Background: an optimization exercise with open tools, aiming at small area. Do not read the settings as production practice. Function was checked by simulation only, so behaviour that the tests miss may differ from the original. Power figures rest on the tool's default switching activity, not on a simulated workload.

==> flow/config.mk <==
export PLATFORM = sky130hd
export DESIGN_NAME = imem_multiport
export DESIGN_NICKNAME = imem_multiport
export VERILOG_FILES = /design/flow/design.v
export SDC_FILE = /design/flow/constraint.sdc
export NUM_CORES = 4
export LEC_CHECK = 0
export CAP_MARGIN = 20
export CORE_MARGIN = 2
export CORE_UTILIZATION = 30
export SLEW_MARGIN = 20
==> flow/constraint.sdc <==
create_clock -name core_clock -period 4.0 [get_ports {clk}]
set_input_delay 0.8000 -clock core_clock [delete_from_list [all_inputs] [get_ports {clk}]]
set_output_delay 0.8000 -clock core_clock [all_outputs]
set_load 0.01 [all_outputs]
==> flow/design.v <==
module imem_multiport #(
  parameter int              NCORES       = 4,
  parameter int              AW           = 5,
  parameter int              DW           = 32,
  parameter logic [29-AW:0]  BASE_ADDRESS = '0,
  parameter logic [DW-1:0]   NOP_WORD     = DW'(32'h0000F020),
  parameter logic [DW-1:0]   DEFAULT_WORD = DW'(32'h0000FFFF),
  parameter logic [5:0]      HALT_OP      = 6'd63
) (
  input  logic                 clk,
  input  logic                 reset_n,
  output logic                 busy,
  input  logic                 ld_we,
  input  logic [AW-1:0]        ld_addr,
  input  logic [DW-1:0]        ld_data,
  output logic                 ld_ack,
  input  logic [NCORES-1:0]    rd_req,
  input  logic [NCORES*32-1:0] rd_addr,
  output logic [NCORES*DW-1:0] rd_data,
  output logic [NCORES-1:0]    rd_valid,
  output logic [NCORES-1:0]    rd_err,
  output logic [NCORES-1:0]    halt_seen
);
  localparam int DEPTH = 2**AW;
  localparam logic [AW-1:0] LAST = AW'(DEPTH - 1);
  typedef enum logic {INIT, RUN} state_t;
  state_t        state, state_nxt;
  logic [AW-1:0] cnt, cnt_nxt;
  logic          run;
  logic [DW-1:0]     mem [DEPTH];
  logic [NCORES-1:0] addr_bad;
  logic [DW-1:0]     fetch [NCORES];
  assign run  = (state == RUN);
  assign busy = (state == INIT);
  always_ff @(posedge clk) begin
    if (!reset_n) begin
      state <= INIT;
      cnt   <= '0;
    end else begin
      state <= state_nxt;
      cnt   <= cnt_nxt;
    end
  end
  always_comb begin
    state_nxt = state;
    cnt_nxt   = cnt;
    case (state)
      INIT: begin
        cnt_nxt = cnt + AW'(1);
        if (cnt == LAST) state_nxt = RUN;
      end
      RUN:     state_nxt = RUN;
      default: state_nxt = INIT;
    endcase
  end
  always_ff @(posedge clk) begin
    if (reset_n) begin
      if (state == INIT)
        mem[cnt] <= NOP_WORD;
      else if (ld_we)
        mem[ld_addr] <= ld_data;
    end
  end
  always_comb begin
    addr_bad = '0;
    for (int i = 0; i < NCORES; i++) begin
      addr_bad[i] = (rd_addr[32*i +: 2] != 2'b00) ||
                    (rd_addr[32*i+AW+2 +: 30-AW] != BASE_ADDRESS);
      fetch[i]    = mem[rd_addr[32*i+2 +: AW]];
    end
  end
  always_ff @(posedge clk) begin
    if (!reset_n) ld_ack <= 1'b0;
    else          ld_ack <= run && ld_we;
  end
  always_ff @(posedge clk) begin
    if (!reset_n) begin
      rd_valid  <= '0;
      rd_err    <= '0;
      rd_data   <= '0;
      halt_seen <= '0;
    end else begin
      rd_valid <= rd_req & {NCORES{run}};
      for (int i = 0; i < NCORES; i++) begin
        if (run && rd_req[i]) begin
          if (addr_bad[i]) begin
            rd_err[i]            <= 1'b1;
            rd_data[DW*i +: DW]  <= DEFAULT_WORD;
          end else begin
            rd_err[i]            <= 1'b0;
            rd_data[DW*i +: DW]  <= fetch[i];
            if (fetch[i][31:26] == HALT_OP) halt_seen[i] <= 1'b1;
          end
        end
      end
    end
  end
endmodule
==> flow/run.sh <==
#!/bin/bash
# synth_recipe.tcl (not shown) runs the flow's synth.tcl, then flattens the netlist and writes it again
# the make line also repeats each setting of config.mk as NAME=value (left out here)
make -C /OpenROAD-flow-scripts/flow DESIGN_CONFIG=/design/flow/config.mk WORK_HOME=/design/flow/orfs CLKGATE_MAP_FILE= SYNTH_SCRIPT=/design/flow/synth_recipe.tcl finish
==> impl_metrics.json, run 1 <==
{
  "critPathBufInv": 2,
  "crit_fanout": 13,
  "clk_latency_ns": 0.77,
  "arrival_ns": 4.05,
  "viasPerCell": 6.316,
  "critPathCaptureType": "flop",
  "hold_slack_ns": 0.4542,
  "cts_max_level": 3,
  "max_freq_ghz": 0.2992,
  "ir_drop_v": 0.0003810,
  "drt_iter0_markers": 6448,
  "grt_overflow": 0,
  "grt_pass1_vias": 44840,
  "critical_path_cell_count": 8,
  "cts_sinks": 1171,
  "start_util_pct": 30.09,
  "hold_buffers": 0,
  "yosysMostFrequentCell": "mux4_2",
  "fp-row-count": 175,
  "slew_headroom_pct": 22.14,
  "area_delta_synth_final_pct": 18.68,
  "avgSynthCellArea_um2": 18.30,
  "cp_data_required_time_ns": 4.71,
  "cp_top_family": "compound AO/OA/AOI/OAI gates",
  "cts_root_buf": "clkbuf_16",
  "gp_congestion": 0.8917,
  "p_per_area_mw_per_mm2": 353.9,
  "p_leak_nw": 23.64,
  "max_cap_violations": 0,
  "cts_buffers": 119,
  "ys_seq_elements": 1171,
  "final_area_mm2": 0.08102,
  "fin_setup_tns_ns": 0,
  "synth_ff_type": "edfxtp_1",
  "min_from": "rd_data[30]",
  "drc": 0,
  "yosys-top-cells-area": "edfxtp_1 45%, mux4_2 40%, dfxtp_1 4.3%",
  "timing.final.crit_share_pct": 83.57,
  "seq_area_frac_synth_pct": 49.35,
  "synthCells": 3731,
  "antenna_found_initial": 17,
  "cp_slowest_cell": "nor2b_1",
  "finClkSkew_ns": 0.02385,
  "hp-class": "reg -> reg",
  "drive_above_1_share_pct": 41.92,
  "crit_type": "in -> reg",
  "rrSetupSlack_ns": 0.87,
  "worstSetupStartpointType": "input port",
  "grt_pass1_wl_um": 365000,
  "syn_area_mm2": 0.06827,
  "boundaryPins": 314,
  "hold_viol_final": 0,
  "cp_cell_sequence": "clkdlybuf4s50_1, buf_4, nor2b_1, a22o_1, a221oi_1, a22oi_1, and4b_1, a41o_1",
  "r2r-start": "state",
  "max-clock-path-buffers": 3,
  "die_h_um": 481.0,
  "critPathMaxStageDelay_ns": 0.78,
  "status": "timing/DRC/antenna clean",
  "yosys_warnings": 2,
  "tightest_slew_ns": 1.166,
  "synth_edf_count": 1024,
  "r2r_cells": 8,
  "async_flop_share_pct": 0,
  "core_area_mm2": 0.2268,
  "wl_um": 264900,
  "wire_per_inst_um": 36.82,
  "finalSetupViolCount": 0,
  "nets": 4244,
  "whs_endpoint": "rd_data[30]",
  "finalCriticalPeriod_ns": 3.343,
  "dr.pass1.iters": 6,
  "post_cts_buffers": 0,
  "vias": 45450,
  "yosys-top-cells-count": "1212 x mux4_2, 1024 x edfxtp_1, 287 x nand2_1",
  "placed_area_mm2": 0.07678,
  "slew_viol_final": 0,
  "io_buffers": 313,
  "clk_pin_slew_ns": 0.06,
  "grt_max_degree": 77,
  "yosys.area.top_type": "edfxtp_1",
  "rsz0062_at_grt": "false",
  "dieArea_mm2": 0.2314,
  "yosysTopAreaCellShare_pct": 45.04,
  "synth.net_count": 3905,
  "whs_path_depth": 2,
  "grt_usage_pct": 22.54,
  "dp_hpwl_um": 170600,
  "ant_nets": 0,
  "cts_resized": 0,
  "fin_util_pct": 35.72,
  "cts_tree": "done",
  "r2r-end": "mem[31][22]",
  "synth_cell_type_count": 58,
  "die_w_um": 481.0
}
==> cell type report <==
class	instances	area, um^2
fillers	21030	145800
flip-flops and latches	1171	33690
multi-input cells	2183	33080
repair buffers	584	6203
well taps	3009	3765
clock buffers	151	3189
clock inverters	77	1015
inverters	11	50.05
diodes	9	22.52
==> metrics by stage <==
step	power (mW)	worst slack, ns	instances
floorplan	15.41	0.1248	3731
global placement	16.68	0.07250	6957
detailed placement	16.68	0.05132	6957
CTS	28.73	0.8796	7185
global route	29.29	0.7158	7189
finish	28.67	0.6573	7195
==> layout by cell type, fill, tap and decap left out, types with 10 or more instances in the layout <==
cell / synthesis / final
nand2_1: 287 / 287
a21oi_1: 24 / 24
nand3_1: 10 / 10
and3_1: 10 / 10
clkbuf_16: 0 / 120
clkinv_2: 0 / 19
clkbuf_1: 135 / 24
clkinv_1: 2 / 10
nor2_1: 126 / 89
a31oi_1: 67 / 67
mux4_2: 1212 / 1212
clkdlybuf4s50_1: 0 / 294
nand2b_1: 11 / 11
a221oi_1: 30 / 30
nor2_4: 0 / 37
o21ai_0: 71 / 71
buf_4: 29 / 194
bufinv_16: 0 / 21
nor4_1: 24 / 24
and2_1: 49 / 49
a22oi_1: 82 / 82
buf_12: 0 / 82
nor2b_1: 17 / 17
nand4_1: 13 / 13
clkinvlp_4: 0 / 17
o21bai_1: 10 / 10
edfxtp_1: 1024 / 1024
dfxtp_1: 147 / 147
mux2i_1: 70 / 70
==> power by group <==
| part | internal [mW] | leakage (nW) | switching (mW) |
|---|---|---|---|
| logic | 1.47 | 12.0 | 1.78 |
| clock network | 7.03 | 2.01 | 5.17 |
| registers | 13.2 | 9.62 | 0.0535 |
==> cell families after synthesis <==
| logic type | after synthesis | share of synthesized area, % |
|---|---|---|
| and+or+nand+nor | 567 | 3.671 |
| buffers and inverters | 377 | 2.593 |
| AOI/OAI and AO/OA | 321 | 3.162 |
| muxes | 1290 | 41.14 |
| adders and majority gates | 2 | 0.03665 |
| xor gates and xnor gates | 3 | 0.03850 |
| DFF | 1171 | 49.35 |
==> per-layer routing <==
| layer | GRT usage, % | up-vias | part of all wire [%] |
|---|---|---|---|
| met4 | 12.57 | 6 | 6.4 |
| met3 | 6.047 | 693 | 12 |
| met2 | 34.57 | 3587 | 46 |
| met5 | 0 | - | 0.014 |
| met1 | 28.98 | 23990 | 36 |
| li1 | - | 17170 | - |
==> worst reg2reg max path: cells and delay by family, from the launching register on <==
family	cells	cell delay, ns
compound gates	1	0.12
buf+inv	2	0.83
simple gates	5	1.21
flops	1	0.58
==> registers in the layout, summed over array words and instances, names as in the netlist <==
register,cells
cnt,5
halt_seen,4
ld_ack,1
mem,1024
rd_data,128
rd_err,4
rd_valid,4
state,1
==> how the worst max path moves through the flow <==
stage / endpoint / start / slack [ns]
after floorplan: mem[0][0] / reset_n / 0.12
after global placement: halt_seen[1] / rd_addr[37] / 0.07
after detailed placement: halt_seen[1] / rd_addr[37] / 0.05
after CTS: mem[13][22] / state / 0.88
after global routing: halt_seen[1] / rd_addr[37] / 0.72
final: halt_seen[1] / rd_addr[37] / 0.66
==> run 2: changes to the inputs <==
==> flow/flow/run.sh (new file) <==
#!/bin/bash
# The standard layout (standard.sh: standard synthesis through finish), with two
# changes passed to ORFS through its environment:
#  - the port buffers use the smallest buffer cell instead of the default delay buffer;
#  - clock tree synthesis inserts no dummy loads.
# Each ORFS step keeps its own log under orfs/logs/; standard.sh's output goes to standard.log.
set -euo pipefail
export BUFFER_PORTS_ARGS="-buffer_cell sky130_fd_sc_hd__buf_1"
export CTS_ARGS="-sink_clustering_enable -repair_clock_nets -dont_use_dummy_load -sink_clustering_size 20 -sink_clustering_max_diameter 60 -buf_list sky130_fd_sc_hd__clkbuf_16"
bash standard.sh > standard.log 2>&1
==> flow/standard.sh (new file) <==
#!/bin/bash
# synth_recipe.tcl (not shown) runs the flow's synth.tcl, then flattens the netlist and writes it again
# the make line also repeats each setting of config.mk as NAME=value (left out here)
make -C /OpenROAD-flow-scripts/flow DESIGN_CONFIG=/design/flow/config.mk WORK_HOME=/design/flow/orfs CLKGATE_MAP_FILE= SYNTH_SCRIPT=/design/flow/synth_recipe.tcl "${@:-finish}"
--- a/flow/config.mk
+++ b/flow/config.mk
@@ -7,5 +7,8 @@
 export LEC_CHECK = 0
-export CAP_MARGIN = 20
+export CAP_MARGIN = 0
 export CORE_MARGIN = 2
 export CORE_UTILIZATION = 30
-export SLEW_MARGIN = 20
+export CTS_BUF_LIST = sky130_fd_sc_hd__clkbuf_16
+export CTS_CLUSTER_DIAMETER = 60
+export CTS_CLUSTER_SIZE = 20
+export SLEW_MARGIN = 0
removed: flow/run.sh
==> run 2 against run 1 <==
Compared with the run above: die area stayed put; count of clock-buffer cells in the layout down 60; setup slack gained 0.48 ns; first-iteration DRC count increased by 11%; highest routed layer unchanged; clock power is 32% lower; critical endpoint is now mem[25][25]; still clean; global-route usage fell by 0.077 points; design area shrank 4.7%; register-to-register slack better by 0.27 ns.
==> impl_metrics.json, run 2 <==
{
  "gp_congestion": 0.8909,
  "rsz0062_at_grt": "false",
  "cts_root_buf": "clkbuf_16",
  "worstSetupStartpointType": "flop",
  "clk_pin_slew_ns": 0.09,
  "nets": 4215,
  "synth_cell_type_count": 58,
  "largest_reg_flops": 1024,
  "synthCells": 3731,
  "cts_max_level": 3,
  "fp-row-count": 175,
  "ir_drop_v": 0.0003226,
  "finalPower_mw": 24.60,
  "layout_common_cells": "1212 x mux4_2, 1024 x edfxtp_1, 294 x buf_1",
  "max_cap_violations": 0,
  "core_area_mm2": 0.2268,
  "final_common_cell": "mux4_2",
  "grt_max_degree": 121,
  "wire_per_inst_um": 37.49,
  "crit_fanout": 26,
  "synth_ff_type": "edfxtp_1",
  "grt_pass1_vias": 44330,
  "critPathCaptureType": "flop",
  "yosysMostFrequentCell": "mux4_2",
  "grt_pass1_wl_um": 363100,
  "slew_viol_final": 0,
  "cp_slowest_cell": "buf_4",
  "critPathMaxStageDelay_ns": 0.52,
  "yosys-top-cells-area": "edfxtp_1 45%, mux4_2 40%, dfxtp_1 4.3%",
  "avgSynthCellArea_um2": 18.30,
  "fin_setup_tns_ns": 0,
  "io_buffers": 313,
  "finClkSkew_ns": 0.07872,
  "cp_cell_sequence": "nand2_1, nor2_4, buf_4, nand3b_1, o21ai_0, nand2_1, nor2_4, buf_4",
  "dp_hpwl_um": 166100,
  "cp_data_required_time_ns": 4.35,
  "drt_iter0_markers": 7137,
  "start_util_pct": 30.09,
  "die_w_um": 481.0,
  "vias": 45250,
  "critPathBufInv": 2,
  "reg_top3": "mem: 1024 flops, rd_data: 128 flops, cnt: 5 flops",
  "hold_buffers": 0,
  "synth_edf_count": 1024,
  "boundaryPins": 314,
  "yosys_warnings": 2,
  "finalSetupViolCount": 0,
  "cts_tree": "done",
  "p_per_area_mw_per_mm2": 318.6,
  "status": "timing/DRC/antenna clean",
  "cts_resized": 0,
  "slew_headroom_pct": 25.97,
  "antenna_found_initial": 21,
  "fillerInstances": 21350,
  "cp_top_family": "simple AND/OR/NAND/NOR gates",
  "die_h_um": 481.0,
  "hold_viol_final": 0,
  "drive_above_1_share_pct": 40.75,
  "hp-class": "reg -> reg",
  "dr.pass1.iters": 5,
  "tightest_slew_ns": 1.110,
  "syn_area_mm2": 0.06827,
  "synth.net_count": 3905,
  "cts_buffers": 91,
  "top_register": "mem",
  "wl_um": 264400,
  "cts_sinks": 1171,
  "yosys-top-cells-count": "1212 x mux4_2, 1024 x edfxtp_1, 287 x nand2_1",
  "yosys.area.top_type": "edfxtp_1",
  "timing.final.crit_share_pct": 71.58,
  "yosysTopAreaCellShare_pct": 45.04,
  "seq_area_frac_synth_pct": 49.35,
  "arrival_ns": 3.21,
  "max-clock-path-buffers": 3,
  "finalCriticalPeriod_ns": 2.863,
  "p_leak_nw": 21.99,
  "placed_area_mm2": 0.07491,
  "clk_latency_ns": 0.77,
  "ys_seq_elements": 1171,
  "dieArea_mm2": 0.2314,
  "async_flop_share_pct": 0,
  "post_cts_buffers": 0,
  "area_delta_synth_final_pct": 13.09,
  "crit_type": "reg -> reg",
  "drc": 0,
  "ant_nets": 0,
  "max_freq_ghz": 0.3493,
  "final_area_mm2": 0.07720,
  "viasPerCell": 6.415,
  "grt_overflow": 0,
  "grt_usage_pct": 22.47
}
-- run 2: cell counts after synthesis --
Identical to the previous run, type by type.
-- run 2: cells by family (layout without fill, tap and decap cells) --
logic type / count (synthesis) / in the layout / share of synthesized area (%)
other cells: 0 / 5 / 0
xor+xnor: 3 / 3 / 0.03850
buf+inv: 377 / 685 / 2.593
fa+ha+maj: 2 / 2 / 0.03665
simple gates: 567 / 567 / 3.671
mux: 1290 / 1290 / 41.14
compound gates: 321 / 321 / 3.162
flops: 1171 / 1171 / 49.35
-- run 2: worst reg2reg max path, delay by kind of cell, from the launching register on --
family          cells  cell delay, ns
compound gates      1            0.14
buf+inv             2            0.95
flops               1            0.32
simple gates        5            1.04
-- run 2: path summary, 6_finish.rpt --
| check | start | endpoint | slack, ns | depth (start not counted) |
|---|---|---|---|---|
| max | state | mem[25][25] | 1.14 | 8 |
| min | rd_data[29] | rd_data[29] | 0.46 | 2 |
| max reg2reg | state | mem[25][25] | 1.14 | 8 |
| min reg2reg | rd_data[29] | rd_data[29] | 0.46 | 2 |
-- run 2: power breakdown --
part           internal [mW]  switching [mW]
combinational           1.36            1.75
sequential              13.2          0.0551
clock                   4.00            4.28
-- run 2: layer usage --
| metal | track usage [%] | vias to the layer above | part of all wire [%] |
|---|---|---|---|
| li1 | - | 16970 | - |
| met1 | 28.29 | 23790 | 35 |
| met3 | 5.827 | 742 | 12 |
| met2 | 34.66 | 3731 | 46 |
| met4 | 13.88 | 14 | 7.0 |
| met5 | 0 | - | 0.035 |
-- run 2: stage by stage --
stage / setup WS (ns) / hold WS (ns) / utilization (%) / std cells
2_1_floorplan: 0.1248 / 0.4709 / - / 3731
3_3_place_gp: 0.4965 / 0.4413 / 33.02 / 6957
3_5_place_dp: 0.5071 / 0.4398 / 33.02 / 6957
4_1_cts: 1.177 / 0.4561 / 34.03 / 7048
5_1_grt: 1.015 / 0.4758 / 34.03 / 7053
6_report: 1.137 / 0.4579 / 34.03 / 7053
-- run 2: cell type report --
cell class	instances	area (um^2)	area share, %
multi-input cells	2183	33080	42.85
flip-flops and latches	1171	33690	43.64
diodes	5	12.51	0.01621
inverters	11	50.05	0.06483
well taps	3009	3765	4.877
clock buffers	91	2277	2.950
repair buffers	583	4327	5.604
==> run 3: changes to the inputs <==
==> flow/design.v (replaced) <==
module imem_multiport #(
  parameter int              NCORES       = 4,
  parameter int              AW           = 5,
  parameter int              DW           = 32,
  parameter logic [29-AW:0]  BASE_ADDRESS = '0,
  parameter logic [DW-1:0]   NOP_WORD     = DW'(32'h0000F020),
  parameter logic [DW-1:0]   DEFAULT_WORD = DW'(32'h0000FFFF),
  parameter logic [5:0]      HALT_OP      = 6'd63
) (
  input  logic                 clk,
  input  logic                 reset_n,
  output logic                 busy,
  input  logic                 ld_we,
  input  logic [AW-1:0]        ld_addr,
  input  logic [DW-1:0]        ld_data,
  output logic                 ld_ack,
  input  logic [NCORES-1:0]    rd_req,
  input  logic [NCORES*32-1:0] rd_addr,
  output logic [NCORES*DW-1:0] rd_data,
  output logic [NCORES-1:0]    rd_valid,
  output logic [NCORES-1:0]    rd_err,
  output logic [NCORES-1:0]    halt_seen
);
  localparam int DEPTH = 2**AW;
  localparam logic [AW-1:0] LAST = AW'(DEPTH - 1);
  logic          run;
  logic [AW-1:0] cnt;
  logic [DEPTH-1:0][DW-1:0] mem;
  assign busy = !run;
  always_ff @(posedge clk) begin
    if (!reset_n) begin
      run <= 1'b0;
      cnt <= '0;
    end else if (!run) begin
      cnt <= cnt + AW'(1);
      if (cnt == LAST) run <= 1'b1;
    end
  end
  logic          we;
  logic [AW-1:0] wa;
  logic [DW-1:0] wd;
  assign we = reset_n && (!run || ld_we);
  assign wa = run ? ld_addr : cnt;
  assign wd = run ? ld_data : NOP_WORD;
  always_ff @(posedge clk) begin
    for (int w = 0; w < DEPTH; w++)
      if (we && wa == AW'(w)) mem[w] <= wd;
  end
  always_ff @(posedge clk) begin
    if (!reset_n) ld_ack <= 1'b0;
    else          ld_ack <= run && ld_we;
  end
  logic [NCORES-1:0] bad;
  logic [DW-1:0]     word [NCORES];
  always_comb begin
    for (int i = 0; i < NCORES; i++) begin
      bad[i] = (rd_addr[32*i +: 2] != 2'b00) ||
               (rd_addr[32*i+AW+2 +: 30-AW] != BASE_ADDRESS);
      word[i] = '0;
      for (int w = 0; w < DEPTH; w++)
        word[i] = word[i] |
                  ({DW{rd_addr[32*i+2 +: AW] == AW'(w) && !bad[i]}} & mem[w]);
    end
  end
  always_ff @(posedge clk) begin
    for (int i = 0; i < NCORES; i++) begin
      rd_err[i]           <= bad[i];
      rd_data[DW*i +: DW] <= word[i] | ({DW{bad[i]}} & DEFAULT_WORD);
    end
  end
  always_ff @(posedge clk) begin
    if (!reset_n) begin
      rd_valid  <= '0;
      halt_seen <= '0;
    end else begin
      rd_valid <= rd_req & {NCORES{run}};
      for (int i = 0; i < NCORES; i++)
        if (run && rd_req[i] && word[i][31:26] == HALT_OP) halt_seen[i] <= 1'b1;
    end
  end
endmodule
==> flow/run.sh (new file) <==
#!/bin/bash
# synth_recipe.tcl (not shown) runs the flow's synth.tcl, then flattens the netlist and writes it again
# the make line also repeats each setting of config.mk as NAME=value (left out here)
make -C /OpenROAD-flow-scripts/flow DESIGN_CONFIG=/design/flow/config.mk WORK_HOME=/design/flow/orfs CLKGATE_MAP_FILE= SYNTH_SCRIPT=/design/flow/synth_recipe.tcl finish
==> flow/config.mk (replaced) <==
export PLATFORM = sky130hd
export DESIGN_NAME = imem_multiport
export DESIGN_NICKNAME = imem_multiport
export VERILOG_FILES = /design/flow/design.v
export SDC_FILE = /design/flow/constraint.sdc
export NUM_CORES = 4
export LEC_CHECK = 0
export CAP_MARGIN = 20
export CORE_MARGIN = 2
export CORE_UTILIZATION = 50
export CTS_BUF_LIST = sky130_fd_sc_hd__clkbuf_4 sky130_fd_sc_hd__clkbuf_8
export GPL_TIMING_DRIVEN = 0
export SLEW_MARGIN = 20
removed: flow/flow/run.sh
removed: flow/standard.sh
==> run 3 against run 2 <==
Compared with the run above: the run now fails in 5_1_grt; synthesized cell count rose by 35%; area after synthesis decreased by 11%.
==> impl_metrics.json, run 3 <==
{
  "status": "aborted with a tool error",
  "haltStage": "5_1_grt",
  "first-error": "[ERROR GRT-0116] Global routing finished with congestion. Check the congestion regions in the DRC Viewer.",
  "cts_root_buf": "clkbuf_8",
  "yosys-top-cells-area": "edfxtp_1 50%, a22oi_1 9.9%, dfxtp_1 4.8%",
  "cts_sinks": 1171,
  "grt_pass1_wl_um": 816000,
  "yosysMostFrequentCell": "edfxtp_1",
  "yosys.area_share.adder_pct": 0.04103,
  "die_h_um": 353.2,
  "yosys-top-cells-count": "1024 x edfxtp_1, 805 x a22oi_1, 301 x a221oi_1",
  "grt_pass1_vias": 80790,
  "yosys_warnings": 2,
  "cts_max_level": 4,
  "dp_hpwl_um": 381100,
  "avgSynthCellArea_um2": 12.09,
  "synthCells": 5044,
  "placed_area_mm2": 0.07155,
  "synth_cell_type_count": 93,
  "ys_seq_elements": 1171,
  "grt_usage_pct": 94.69,
  "yosysTopAreaCellShare_pct": 50.42,
  "grt_overflow": 2110,
  "gp_congestion": 1.496,
  "synth_top_family_by_area": "compound AO/OA/AOI/OAI gates",
  "synth_ff_type": "edfxtp_1",
  "synth_compound_area_share_pct": 26.47,
  "fp-row-count": 128,
  "seq_area_frac_synth_pct": 55.25,
  "max-clock-path-buffers": 3,
  "yosys.area_share.simple_pct": 13.62,
  "yosys.area.top_type": "edfxtp_1",
  "async_flop_share_pct": 0,
  "cts_buffers": 188,
  "syn_area_mm2": 0.06099,
  "die_w_um": 353.2,
  "synth-xor-area-share_pct": 0.02872,
  "grt_max_degree": 33,
  "start_util_pct": 50.24,
  "synth.net_count": 5218,
  "synthMuxAreaShare_pct": 1.135,
  "synth_edf_count": 1024,
  "io_buffers": 312,
  "boundaryPins": 314
}
run 3: power by group through the flow:
stage          combinational, mW  clock, mW  sequential [mW]
2_1_floorplan              0.392          0             13.5
4_1_cts                     1.11       11.5             13.3
3_3_place_gp               0.978          0             13.5
3_5_place_dp                1.09          0             13.5
run 3: repair_timing:
action / 4_1_cts
setup buffers: 46
endpoints found under the setup margin: 103
resized for setup: 115
hold buffers: 0
pin swaps: 27
cloned: 0
run 3: routing by layer:
layer | GRT overflow | track usage (%)
met2 | 744 | 98.76
met4 | 593 | 92.30
met5 | 69 | 81.51
met3 | 361 | 92.64
met1 | 343 | 94.64
run 3: worst max-delay path by stage:
stage,end,cells after the start,slack [ns]
4_1_cts,rd_data[105],12,-0.11
3_5_place_dp,rd_data[105],12,-2.04
3_3_place_gp,rd_data[14],9,-4.25
2_1_floorplan,mem[512],4,0.86
run 3: stage by stage:
step	setup TNS [ns]	cells	worst slack (ns)	utilization [%]
global placement	-4147.28	6981	-4.254	54.48
floorplan	0	5044	0.8609	-
detailed placement	-175.91	7231	-2.040	58.94
CTS	-0.1100	7615	-0.1100	62.99
run 3: cells by family after synthesis:
logic type,after synthesis
multiplexers,66
XOR/XNOR,2
adder cells (fa/ha/maj),2
buffers and inverters,450
flip-flops,1171
AND/OR/NAND/NOR,1396
AO/OA/AOI/OAI,1957
==> run 4: changes to the inputs <==
==> flow/config.mk (replaced) <==
export PLATFORM = sky130hd
export DESIGN_NAME = imem_multiport
export DESIGN_NICKNAME = imem_multiport
export VERILOG_FILES = /design/flow/design.v
export SDC_FILE = /design/flow/constraint.sdc
export NUM_CORES = 4
export LEC_CHECK = 0
export CAP_MARGIN = 0
export CORE_MARGIN = 2
export CORE_UTILIZATION = 44
export CTS_BUF_LIST = sky130_fd_sc_hd__clkbuf_16
export CTS_CLUSTER_DIAMETER = 100
export CTS_CLUSTER_SIZE = 30
export GPL_TIMING_DRIVEN = 0
export SLEW_MARGIN = 0
==> run 4 against run 3 <==
Compared with the run above: the flow again stops in 5_1_grt; synthesized cell count did not move; area after synthesis stayed put.
==> impl_metrics.json, run 4 <==
{
  "status": "aborted with a tool error",
  "haltStage": "5_1_grt",
  "first-error": "[ERROR GRT-0116] Global routing finished with congestion. Check the congestion regions in the DRC Viewer.",
  "async_flop_share_pct": 0,
  "grt_overflow": 153,
  "yosys-top-cells-count": "1024 x edfxtp_1, 805 x a22oi_1, 301 x a221oi_1",
  "yosys_warnings": 2,
  "synth_edf_count": 1024,
  "yosys-top-cells-area": "edfxtp_1 50%, a22oi_1 9.9%, dfxtp_1 4.8%",
  "grt_pass1_wl_um": 798800,
  "cts_sinks": 1171,
  "yosysMostFrequentCell": "edfxtp_1",
  "cts_root_buf": "clkbuf_16",
  "max-clock-path-buffers": 3,
  "synth_ff_type": "edfxtp_1",
  "die_h_um": 376.3,
  "boundaryPins": 314,
  "start_util_pct": 44.36,
  "yosys.area.top_type": "edfxtp_1",
  "grt_pass1_vias": 73980,
  "dp_hpwl_um": 411900,
  "syn_area_mm2": 0.06099,
  "grt_usage_pct": 85.18,
  "hold_buffers": 0,
  "ys_seq_elements": 1171,
  "synth.net_count": 5218,
  "io_buffers": 312,
  "seq_area_frac_synth_pct": 55.25,
  "grt_max_degree": 33,
  "gp_congestion": 1.423,
  "cts_max_level": 2,
  "die_w_um": 376.3,
  "yosysTopAreaCellShare_pct": 50.42,
  "avgSynthCellArea_um2": 12.09,
  "cts_buffers": 53,
  "synth_cell_type_count": 93,
  "fp-row-count": 136,
  "synthCells": 5044
}
## run 4: cell counts after synthesis
Identical to the previous run, type by type.
## run 4: kinds of logic after synthesis
kind of cell,synth area share [%]
buffers and inverters,3.455
AOI/OAI and AO/OA,26.47
xor gates and xnor gates,0.02873
muxes,1.135
DFF,55.25
adders and majority gates,0.04103
and+or+nand+nor,13.62
## run 4: what timing repair did
action / in CTS
pin swaps: 58
resized for setup: 287
endpoints found under the setup margin: 127
buffers inserted: 86
## run 4: through the flow
stage / instance area, um^2 / TNS (ns) / instances / worst slack (ns)
after CTS: 73810 / -0.06729 / 7501 / -0.06729
after detailed placement: 70460 / -234.60 / 7333 / -2.757
after global placement: 66350 / -5179.81 / 7150 / -4.372
after floorplan: 60990 / 0 / 5044 / 0.8609
## run 4: how the worst max path moves through the flow
stage              endpoint  slack [ns]  cells past startpoint
4_1_cts        halt_seen[1]       -0.07                     12
3_5_place_dp   halt_seen[1]       -2.76                     11
3_3_place_gp        mem[82]       -4.37                      4
2_1_floorplan      mem[512]        0.86                      4
## run 4: power by group through the flow
stage | clock, mW | sequential (mW) | combinational [mW]
2_1_floorplan | 0 | 13.5 | 0.392
3_3_place_gp | 0 | 13.5 | 0.997
3_5_place_dp | 0 | 13.5 | 1.09
4_1_cts | 7.04 | 13.2 | 1.13
## run 4: layer usage
metal  global-route usage (%)  overflow
met1                    87.39        17
met3                    78.78        24
met4                    79.94        51
met2                    92.27        55
met5                    61.89         6
==> run 5: changes to the inputs <==
--- a/flow/design.v
+++ b/flow/design.v
@@ -71,10 +71,13 @@
   always_ff @(posedge clk) begin
-    if (!reset_n) begin
-      rd_valid  <= '0;
-      halt_seen <= '0;
-    end else begin
-      rd_valid <= rd_req & {NCORES{run}};
-      for (int i = 0; i < NCORES; i++)
-        if (run && rd_req[i] && word[i][31:26] == HALT_OP) halt_seen[i] <= 1'b1;
-    end
+    if (!reset_n) rd_valid <= '0;
+    else          rd_valid <= rd_req & {NCORES{run}};
+  end
+  logic [NCORES-1:0] halt_q;
+  always_comb begin
+    for (int i = 0; i < NCORES; i++)
+      halt_seen[i] = halt_q[i] || (rd_valid[i] && rd_data[DW*i+26 +: 6] == HALT_OP);
+  end
+  always_ff @(posedge clk) begin
+    if (!reset_n) halt_q <= '0;
+    else          halt_q <= halt_seen;
   end
==> flow/flow/run.sh (new file) <==
#!/bin/bash
# The standard layout (standard.sh: standard synthesis through finish), with two
# changes passed to ORFS through its environment:
#  - the port buffers use the smallest buffer cell instead of the default delay buffer;
#  - clock tree synthesis inserts no dummy loads.
# Each ORFS step keeps its own log under orfs/logs/; standard.sh's output goes to standard.log.
set -euo pipefail
export BUFFER_PORTS_ARGS="-buffer_cell sky130_fd_sc_hd__buf_1"
export CTS_ARGS="-sink_clustering_enable -repair_clock_nets -dont_use_dummy_load -sink_clustering_size 30 -sink_clustering_max_diameter 100 -buf_list sky130_fd_sc_hd__clkbuf_16"
bash standard.sh > standard.log 2>&1
==> flow/standard.sh (new file) <==
#!/bin/bash
# synth_recipe.tcl (not shown) runs the flow's synth.tcl, then flattens the netlist and writes it again
# the make line also repeats each setting of config.mk as NAME=value (left out here)
make -C /OpenROAD-flow-scripts/flow DESIGN_CONFIG=/design/flow/config.mk WORK_HOME=/design/flow/orfs CLKGATE_MAP_FILE= SYNTH_SCRIPT=/design/flow/synth_recipe.tcl "${@:-finish}"
removed: flow/run.sh
==> run 5 against run 4 <==
Compared with the run above: the run again fails in 5_1_grt; area after synthesis up 6.8%; synthesized cell count up 14%.
==> impl_metrics.json, run 5 <==
{
  "status": "aborted with a tool error",
  "haltStage": "5_1_grt",
  "first-error": "[ERROR GRT-0116] Global routing finished with congestion. Check the congestion regions in the DRC Viewer.",
  "synth-xor-area-share_pct": 0.02689,
  "synth_top_family_by_area": "compound AO/OA/AOI/OAI gates",
  "dp.cells": 8280,
  "synth_edf_count": 1024,
  "yosys_warnings": 2,
  "async_flop_share_pct": 0,
  "grt_pass1_vias": 91870,
  "seq_area_frac_synth_pct": 51.72,
  "max-clock-path-buffers": 3,
  "die_h_um": 388.8,
  "yosys-top-cells-area": "edfxtp_1 47%, a22oi_1 8.7%, dfxtp_1 4.5%",
  "grt_pass1_wl_um": 1068000,
  "die_w_um": 388.8,
  "fp-row-count": 141,
  "io_buffers": 310,
  "yosys-top-cells-count": "1024 x edfxtp_1, 759 x a22oi_1, 405 x clkbuf_1",
  "yosysTopAreaCellShare_pct": 47.20,
  "place_ws_ns": -2.083,
  "cts_sinks": 1171,
  "gp_congestion": 1.596,
  "cts_root_buf": "clkbuf_16",
  "synth.net_count": 5946,
  "cts_buffers": 52,
  "synth_ff_type": "edfxtp_1",
  "placed_area_mm2": 0.07502,
  "cts_max_level": 2,
  "yosys.area.top_type": "edfxtp_1",
  "grt_max_degree": 33,
  "boundaryPins": 314,
  "synth_cell_type_count": 88,
  "grt_overflow": 12040,
  "yosys.area_share.adder_pct": 0.03841,
  "yosys.area_share.simple_pct": 10.75,
  "hold_buffers": 0,
  "avgSynthCellArea_um2": 11.29,
  "synthCells": 5772,
  "ys_seq_elements": 1171,
  "yosysMostFrequentCell": "edfxtp_1",
  "start_util_pct": 44.22,
  "grt_usage_pct": 104.9,
  "dp_hpwl_um": 530900,
  "syn_area_mm2": 0.06514,
  "synthMuxAreaShare_pct": 6.275,
  "synth_compound_area_share_pct": 27.72
}
## run 5: cell types whose count changed after synthesis, sizes merged, moves of 67 or more
cell,delta
a222oi,-130
o21ai,+90
buf,-115
a21oi,+122
clkbuf,+241
mux2i,+184
nand4,-117
o22ai,+136
a221oi,-92
mux2,+126
nor2,+67
## run 5: kinds of logic after synthesis
| family | after synthesis |
|---|---|
| AO/OA/AOI/OAI | 2325 |
| buffers and inverters | 579 |
| flip-flops | 1171 |
| XOR/XNOR | 2 |
| multiplexers | 382 |
| AND/OR/NAND/NOR | 1311 |
| adder cells (fa/ha/maj) | 2 |
## run 5: layer usage
layer  global-route usage, %  GRT overflow
met2                   113.2          5073
met5                   91.39           265
met4                   102.9          2039
met1                   102.2          2538
met3                   101.0          2124
## run 5: repair_timing
| item | CTS |
|---|---|
| setup buffers | 35 |
| resized for setup | 224 |
| hold endpoints to repair | 0 |
| pin swaps | 18 |
| endpoints found under the setup margin | 190 |
## run 5: how the worst max path moves through the flow
stage                 startpoint           end  slack [ns]  cells after the start
floorplan             ld_addr[4]      mem[512]        0.86                      4
global placement     rd_addr[35]   rd_data[47]       -6.13                      9
detailed placement  rd_addr[100]  rd_data[108]       -2.08                     10
CTS                 rd_addr[100]  rd_data[108]      -0.002                     10
## run 5: metrics by stage
step           hold slack [ns]   TNS (ns)
4_1_cts                 0.2594  -0.001819
3_3_place_gp            0.5382   -4466.11
2_1_floorplan           0.4940          0
3_5_place_dp            0.5472    -207.13
## run 5: power by group through the flow
stage	registers (mW)	logic [mW]	clock network [mW]
4_1_cts	13.2	3.72	6.20
3_5_place_dp	13.5	3.67	0
3_3_place_gp	13.5	3.44	0
2_1_floorplan	13.5	1.16	0

## static timing again, ports no longer ideal
The results above use ideal ports. As a check the final layouts listed here were re-extracted and re-timed, cells and wires unchanged.
Step 1 sets driving cells, clkbuf_16 on the clock port and buf_2 on the other inputs (assumed; they add their load-dependent delay and slew).
Step 2, shift: input delay + t, output delay - t, t = (earliest + latest rising clock arrival at the registers) / 2. This alone moves slack from input paths to output paths.
Three values: ideal ports, drivers, drivers and shift; two values: the first two.
run | shift t [ns] | setup WS [ns] | hold WS [ns] | worst setup path at the end
run 1 | 0.863 | 0.657 / 0.700 / -0.163 | 0.454 / 0.454 / 0.454 | input to register
run 2 | 0.810 | 1.137 / 1.137 / 0.387 | 0.458 / 0.458 / 0.458 | input to register
Met with ideal ports but missed after step 2: setup timing in run 1. For run 1, which loses most, drivers alone change the setup slack by +0.043 ns; drivers and shift together by -0.820 ns.
